Background: an optimization exercise with open tools, aiming at small area, a short achievable clock period and few clock cycles per item. Do not read the settings as production practice. Power and IR drop assume default switching activity.

==> 12-24 <==
Design cave_automaton_5x5_step_top, start of the top module:
module cave_automaton_5x5_step_top #(
  parameter int MAX_WIDTH = 64
) (
  input  wire logic                          clk,
  input  wire logic                          rst_n,
  input  wire logic                          in_valid,
  output logic                               in_stall,
  input  wire logic [MAX_WIDTH-1:0]          in_source_cells,
  output logic                               out_valid,
  input  wire logic                          out_stall,
  output logic      [MAX_WIDTH-1:0]          out_result_cells,
  output logic      [cave5_pkg::HeightW-1:0] out_line_index,
  output logic                               out_last_line,
  input  wire logic                          psel,
  input  wire logic                          penable,
  input  wire logic                          pwrite,
  input  wire logic [cave5_pkg::AddrW-1:0]   paddr,
  input  wire logic [cave5_pkg::DataW-1:0]   pwdata,
  output logic      [cave5_pkg::DataW-1:0]   prdata,
  output logic                               pready
);
==> module cave5_line, before the edit <==
module cave5_line (
  input  wire logic [4:0][63:0]              rows,
  input  wire logic [63:0]                   wmask,
  input  wire logic                          row4_on,
  input  wire logic [63:0]                   inner,
  input  wire logic [cave5_pkg::NearW-1:0]   near_thr,
  input  wire logic [cave5_pkg::FarW-1:0]    far_lim,
  output logic      [63:0]                   res
);
  logic [67:0] l, m, u, v;
  logic [4:0]  k;
  assign k = ~far_lim;
  logic [6:1] uh;
  for (genvar j = 1; j <= 6; j++) begin : g_uh
    assign uh[j] = {k[4], k[3], k[2]} == 3'(8 - j);
  end
  assign {l[1:0], m[1:0], u[1:0], v[1:0]}         = '0;
  assign {l[67:66], m[67:66], u[67:66], v[67:66]} = '0;
  for (genvar x = 0; x < 64; x++) begin : g_col
    cave5_fa u_c3 (.a(rows[1][x]), .b(rows[2][x]), .c(rows[3][x]), .s(l[x+2]), .co(m[x+2]));
    cave5_uv u_uv (.a0(rows[0][x]), .a4(rows[4][x]), .on(row4_on), .u(u[x+2]), .v(v[x+2]));
  end
  assign res[0]  = rows[2][0] & wmask[0];
  assign res[63] = rows[2][63] & wmask[63];
  for (genvar x = 1; x < 63; x++) begin : g_cell
    logic n0, a1, b1, c2;
    logic u0, u1, v1, v2;
    logic x0, x1, h1;
    logic y1, y2, z1, z2, w1, w2, h2;
    logic p2, p3, xa, xb, ya, yb;
    logic [3:1] e;
    logic [3:0] near_cnt;
    logic near_ok;
    cave5_fa u_nl (.a(l[x+1]), .b(l[x+2]), .c(l[x+3]), .s(n0), .co(a1));
    cave5_fa u_nm (.a(m[x+1]), .b(m[x+2]), .c(m[x+3]), .s(b1), .co(c2));
    assign near_cnt = {c2 & a1 & b1, c2 ^ (a1 & b1), a1 ^ b1, n0};
    assign near_ok  = cave5_pkg::uge({1'b0, near_cnt}, {1'b0, near_thr});
    cave5_fa u_u  (.a(u[x+1]), .b(u[x+2]), .c(u[x+3]), .s(u0), .co(u1));
    cave5_fa u_v  (.a(v[x+1]), .b(v[x+2]), .c(v[x+3]), .s(v1), .co(v2));
    cave5_fa u_x  (.a(l[x]), .b(l[x+4]), .c(k[0]), .s(x0), .co(x1));
    assign h1 = (n0 & u0) | (n0 & x0) | (u0 & x0);
    cave5_fa u_y  (.a(m[x]), .b(m[x+4]), .c(k[1]), .s(y1), .co(y2));
    cave5_fa u_z  (.a(a1), .b(b1), .c(u1), .s(z1), .co(z2));
    cave5_fa u_w  (.a(v1), .b(x1), .c(y1), .s(w1), .co(w2));
    assign h2 = (z1 & w1) | (z1 & h1) | (w1 & h1);
    cave5_fa u_p  (.a(c2), .b(v2), .c(y2), .s(p2), .co(p3));
    cave5_thr3 u_e (.a(p2), .b(z2), .c(w2), .e(e));
    cave5_sel u_sel (.e(e), .u(uh), .xa(xa), .xb(xb), .ya(ya), .yb(yb));
    cave5_fin u_fin (.xa(xa), .xb(xb), .ya(ya), .yb(yb), .p3(p3), .h2(h2),
                     .keep(inner[x] | (rows[2][x] & wmask[x])), .kill(inner[x] & !near_ok),
                     .res(res[x]));
  end
endmodule
==> module cave5_sel, before the edit <==
module cave5_sel (
  input  wire logic [3:1] e,
  input  wire logic [6:1] u,
  output logic            xa,
  output logic            xb,
  output logic            ya,
  output logic            yb
);
  assign xb = (u[1] & e[1]) | (u[2] & e[2]) | (u[3] & e[3]);
  assign xa = u[1] | u[2] | (u[3] & e[1]) | (u[4] & e[2]) | (u[5] & e[3]);
  assign yb = u[1] | (u[2] & e[1]) | (u[3] & e[2]) | (u[4] & e[3]);
  assign ya = u[1] | u[2] | u[3] | (u[4] & e[1]) | (u[5] & e[2]) | (u[6] & e[3]);
endmodule
==> module cave5_thr3, before the edit <==
module cave5_thr3 (
  input  wire logic       a,
  input  wire logic       b,
  input  wire logic       c,
  output logic [3:1]      e
);
  assign e[1] = a | b | c;
  assign e[2] = (a & b) | (a & c) | (b & c);
  assign e[3] = a & b & c;
endmodule
==> module cave5_fin, before the edit <==
module cave5_fin (
  input  wire logic xa,
  input  wire logic xb,
  input  wire logic ya,
  input  wire logic yb,
  input  wire logic p3,
  input  wire logic h2,
  input  wire logic keep,
  input  wire logic kill,
  output logic      res
);
  logic over;
  assign over = p3 ? (xa | (h2 & ya)) : (xb | (h2 & yb));
  assign res  = keep & !(kill & over);
endmodule
clock: 8.0 ns
lec_check: 0
abc_clock_period_in_ps: 3000
cap_margin: 20
core_margin: 2
core_utilization: 55
setup_slack_margin: 4.6
slew_margin: 20
synth_hierarchical: 1
synth_minimum_keep_size: 0
run.sh (not shown) runs the stock make flow with config.mk's settings and CLKGATE_MAP_FILE= SYNTH_SCRIPT=/design/flow/synth_recipe.tcl, a recipe that flattens the netlist after the stock synthesis.
==> 03-16 (differences from 12-24) <==
--- a/flow/design.v
+++ b/flow/design.v
@@ -123,25 +123,18 @@
   logic [67:0] l, m, u, v;
   logic [4:0]  k;
   assign k = ~far_lim;
-  logic [6:1] uh;
-  for (genvar j = 1; j <= 6; j++) begin : g_uh
-    assign uh[j] = {k[4], k[3], k[2]} == 3'(8 - j);
-  end
   assign {l[1:0], m[1:0], u[1:0], v[1:0]}         = '0;
   assign {l[67:66], m[67:66], u[67:66], v[67:66]} = '0;
   for (genvar x = 0; x < 64; x++) begin : g_col
     cave5_fa u_c3 (.a(rows[1][x]), .b(rows[2][x]), .c(rows[3][x]), .s(l[x+2]), .co(m[x+2]));
     cave5_uv u_uv (.a0(rows[0][x]), .a4(rows[4][x]), .on(row4_on), .u(u[x+2]), .v(v[x+2]));
   end
-  assign res[0]  = rows[2][0] & wmask[0];
-  assign res[63] = rows[2][63] & wmask[63];
-  for (genvar x = 1; x < 63; x++) begin : g_cell
+  for (genvar x = 0; x < 64; x++) begin : g_cell
     logic n0, a1, b1, c2;
     logic u0, u1, v1, v2;
     logic x0, x1, h1;
     logic y1, y2, z1, z2, w1, w2, h2;
-    logic p2, p3, xa, xb, ya, yb;
-    logic [3:1] e;
+    logic p2, p3, q2, q3;
     logic [3:0] near_cnt;
     logic near_ok;
     cave5_fa u_nl (.a(l[x+1]), .b(l[x+2]), .c(l[x+3]), .s(n0), .co(a1));
@@ -157,50 +150,34 @@
     cave5_fa u_w  (.a(v1), .b(x1), .c(y1), .s(w1), .co(w2));
     assign h2 = (z1 & w1) | (z1 & h1) | (w1 & h1);
     cave5_fa u_p  (.a(c2), .b(v2), .c(y2), .s(p2), .co(p3));
-    cave5_thr3 u_e (.a(p2), .b(z2), .c(w2), .e(e));
-    cave5_sel u_sel (.e(e), .u(uh), .xa(xa), .xb(xb), .ya(ya), .yb(yb));
-    cave5_fin u_fin (.xa(xa), .xb(xb), .ya(ya), .yb(yb), .p3(p3), .h2(h2),
+    cave5_fa u_q  (.a(z2), .b(w2), .c(p2), .s(q2), .co(q3));
+    cave5_fin u_fin (.p3(p3), .q3(q3), .q2(q2), .h2(h2), .k(k[4:2]),
                      .keep(inner[x] | (rows[2][x] & wmask[x])), .kill(inner[x] & !near_ok),
                      .res(res[x]));
   end
 endmodule
-module cave5_sel (
-  input  wire logic [3:1] e,
-  input  wire logic [6:1] u,
-  output logic            xa,
-  output logic            xb,
-  output logic            ya,
-  output logic            yb
-);
-  assign xb = (u[1] & e[1]) | (u[2] & e[2]) | (u[3] & e[3]);
-  assign xa = u[1] | u[2] | (u[3] & e[1]) | (u[4] & e[2]) | (u[5] & e[3]);
-  assign yb = u[1] | (u[2] & e[1]) | (u[3] & e[2]) | (u[4] & e[3]);
-  assign ya = u[1] | u[2] | u[3] | (u[4] & e[1]) | (u[5] & e[2]) | (u[6] & e[3]);
-endmodule
-module cave5_thr3 (
-  input  wire logic       a,
-  input  wire logic       b,
-  input  wire logic       c,
-  output logic [3:1]      e
-);
-  assign e[1] = a | b | c;
-  assign e[2] = (a & b) | (a & c) | (b & c);
-  assign e[3] = a & b & c;
-endmodule
 module cave5_fin (
-  input  wire logic xa,
-  input  wire logic xb,
-  input  wire logic ya,
-  input  wire logic yb,
-  input  wire logic p3,
-  input  wire logic h2,
-  input  wire logic keep,
-  input  wire logic kill,
-  output logic      res
+  input  wire logic       p3,
+  input  wire logic       q3,
+  input  wire logic       q2,
+  input  wire logic       h2,
+  input  wire logic [4:2] k,
+  input  wire logic       keep,
+  input  wire logic       kill,
+  output logic            res
 );
+  logic r3;
   logic over;
-  assign over = p3 ? (xa | (h2 & ya)) : (xb | (h2 & yb));
-  assign res  = keep & !(kill & over);
+  assign r3 = k[2] ? (q2 | h2) : (q2 & h2);
+  always_comb begin
+    case (k[4:3])
+      2'b11:   over = p3 | q3 | r3;
+      2'b10:   over = (p3 & q3) | (p3 & r3) | (q3 & r3);
+      2'b01:   over = p3 & q3 & r3;
+      default: over = 1'b0;
+    endcase
+  end
+  assign res = keep & !(kill & over);
 endmodule
 module cave5_uv (
   input  wire logic a0,
--- a/flow/config.mk
+++ b/flow/config.mk
@@ -8,8 +8,8 @@
 export ABC_CLOCK_PERIOD_IN_PS = 3000
 export CAP_MARGIN = 20
 export CORE_MARGIN = 2
-export CORE_UTILIZATION = 55
-export SETUP_SLACK_MARGIN = 4.6
+export CORE_UTILIZATION = 40
+export SETUP_SLACK_MARGIN = 4.5
 export SLEW_MARGIN = 20
 export SYNTH_HIERARCHICAL = 1
 export SYNTH_MINIMUM_KEEP_SIZE = 0
==> 02-10 (differences from 12-24) <==
--- a/flow/design.v
+++ b/flow/design.v
@@ -140,8 +140,7 @@
     logic u0, u1, v1, v2;
     logic x0, x1, h1;
     logic y1, y2, z1, z2, w1, w2, h2;
-    logic p2, p3, xa, xb, ya, yb;
-    logic [3:1] e;
+    logic p2, p3, over_x, over_y;
     logic [3:0] near_cnt;
     logic near_ok;
     cave5_fa u_nl (.a(l[x+1]), .b(l[x+2]), .c(l[x+3]), .s(n0), .co(a1));
@@ -157,25 +156,27 @@
     cave5_fa u_w  (.a(v1), .b(x1), .c(y1), .s(w1), .co(w2));
     assign h2 = (z1 & w1) | (z1 & h1) | (w1 & h1);
     cave5_fa u_p  (.a(c2), .b(v2), .c(y2), .s(p2), .co(p3));
-    cave5_thr3 u_e (.a(p2), .b(z2), .c(w2), .e(e));
-    cave5_sel u_sel (.e(e), .u(uh), .xa(xa), .xb(xb), .ya(ya), .yb(yb));
-    cave5_fin u_fin (.xa(xa), .xb(xb), .ya(ya), .yb(yb), .p3(p3), .h2(h2),
+    cave5_xy u_xy (.p2(p2), .z2(z2), .w2(w2), .p3(p3), .u(uh), .x(over_x), .y(over_y));
+    cave5_fin u_fin (.x(over_x), .y(over_y), .h2(h2),
                      .keep(inner[x] | (rows[2][x] & wmask[x])), .kill(inner[x] & !near_ok),
                      .res(res[x]));
   end
 endmodule
-module cave5_sel (
-  input  wire logic [3:1] e,
+module cave5_xy (
+  input  wire logic       p2,
+  input  wire logic       z2,
+  input  wire logic       w2,
+  input  wire logic       p3,
   input  wire logic [6:1] u,
-  output logic            xa,
-  output logic            xb,
-  output logic            ya,
-  output logic            yb
+  output logic            x,
+  output logic            y
 );
-  assign xb = (u[1] & e[1]) | (u[2] & e[2]) | (u[3] & e[3]);
-  assign xa = u[1] | u[2] | (u[3] & e[1]) | (u[4] & e[2]) | (u[5] & e[3]);
-  assign yb = u[1] | (u[2] & e[1]) | (u[3] & e[2]) | (u[4] & e[3]);
-  assign ya = u[1] | u[2] | u[3] | (u[4] & e[1]) | (u[5] & e[2]) | (u[6] & e[3]);
+  logic [3:1] e;    
+  cave5_thr3 u_e (.a(p2), .b(z2), .c(w2), .e(e));
+  assign x = p3 ? ((u[1] | u[2]) | (u[3] & e[1]) | (u[4] & e[2]) | (u[5] & e[3]))
+                : ((u[1] & e[1]) | (u[2] & e[2]) | (u[3] & e[3]));
+  assign y = p3 ? ((u[1] | u[2] | u[3]) | (u[4] & e[1]) | (u[5] & e[2]) | (u[6] & e[3]))
+                : (u[1] | (u[2] & e[1]) | (u[3] & e[2]) | (u[4] & e[3]));
 endmodule
 module cave5_thr3 (
   input  wire logic       a,
@@ -188,19 +189,14 @@
   assign e[3] = a & b & c;
 endmodule
 module cave5_fin (
-  input  wire logic xa,
-  input  wire logic xb,
-  input  wire logic ya,
-  input  wire logic yb,
-  input  wire logic p3,
+  input  wire logic x,
+  input  wire logic y,
   input  wire logic h2,
   input  wire logic keep,
   input  wire logic kill,
   output logic      res
 );
-  logic over;
-  assign over = p3 ? (xa | (h2 & ya)) : (xb | (h2 & yb));
-  assign res  = keep & !(kill & over);
+  assign res = keep & !(kill & (x | (h2 & y)));
 endmodule
 module cave5_uv (
   input  wire logic a0,
--- a/flow/config.mk
+++ b/flow/config.mk
@@ -9,7 +9,7 @@
 export CAP_MARGIN = 20
 export CORE_MARGIN = 2
 export CORE_UTILIZATION = 55
-export SETUP_SLACK_MARGIN = 4.6
+export SETUP_SLACK_MARGIN = 4.8
 export SLEW_MARGIN = 20
 export SYNTH_HIERARCHICAL = 1
 export SYNTH_MINIMUM_KEEP_SIZE = 0
==> qor summary <==
quantity                                                                       03-16                    02-10                          12-24
Finished layout cell area                                               0.05372 mm^2             0.06320 mm^2                   0.06100 mm^2
Count of inserted tapcells                                                      1524                     1165                           1165
Count of instances resized after the clock tree is built                          86                      801                            530
Fraction of area in registers                                                 0.2824                   0.2403                         0.2488
Switching share of total power                                                0.3201                   0.3263                         0.3297
Nonclk inv count                                                                 156                       27                            153
Final setup slack of the worst path                                         4.536 ns                 4.440 ns                       4.454 ns
Number of non-clock buffers                                                      299                      852                            678
FF/Latch Area                                                           0.01517 mm^2             0.01519 mm^2                   0.01518 mm^2
Multi-input combinational cell count                                            2915                     3284                           3345
Clock buffers                                                                     71                       74                             81
Worst hold slack                                                           0.4734 ns                0.4808 ns                      0.4796 ns
Number of global-route vias before repair                                      31860                    38650                          37500
Half-perimeter wire length of the detailed placement result                 93790 um                 95420 um                       97680 um
Largest driver fanout on the critical path                                         5                        5                              4
Core utilization of the finished layout                                       0.4610                   0.7163                         0.6913
End point of the critical path                                           o_cells[53]              o_cells[50]                    o_cells[51]
Run status                                                   complete, no violations  complete, no violations     complete, but fails checks
Layout check failures                                                              -                        -  capacitance limit, slew limit
Setup slack at placement                                                    3.147 ns                 3.352 ns                       3.302 ns
Worst setup slack for register-to-register paths                             4.54 ns                  4.44 ns                        4.45 ns
Power drawn by the clock network                                             3.08 mW                  3.28 mW                        3.16 mW
Proportion of power drawn by flip-flops and latches                            0.319                    0.291                          0.298
Routability Congestion                                                        0.8746                   0.8638                         0.8913
No run of this note included a check of the RTL's function; only the layout flow was run.

## separate check: timing with driven ports
In the flow no input, the clock included, has a driving cell. The finished layouts below were timed again as built, in two steps.
Step 1: set_driving_cell puts a clkbuf_16 on clk and a buf_2 on each other input, an assumption about the parent block.
Step 2 also shifts input and output timing later by t, the mid clock arrival at the registers, as if the neighbouring blocks saw the same clock.
Slacks: ideal / step 1 / step 2; pairs: ideal / step 1.
| run | t, ns | slack for setup (ns) | hold slack, ns | latest minus earliest clock arrival (ns) | pins driven straight from the clock port |
|---|---|---|---|---|---|
| 12-24 | 0.700 | 4.454 / 4.454 / 3.982 | 0.480 / 0.480 / 0.480 | 0.022 / 0.022 | 1 |
| 03-16 | 0.742 | 4.536 / 4.522 / 3.847 | 0.473 / 0.473 / 0.473 | 0.018 / 0.018 | 1 |
| 02-10 | 0.723 | 4.440 / 4.440 / 4.155 | 0.481 / 0.481 / 0.481 | 0.034 / 0.034 | 1 |
For 03-16, which loses most, drivers alone change the setup slack by -0.014 ns; drivers and shift together by -0.689 ns.
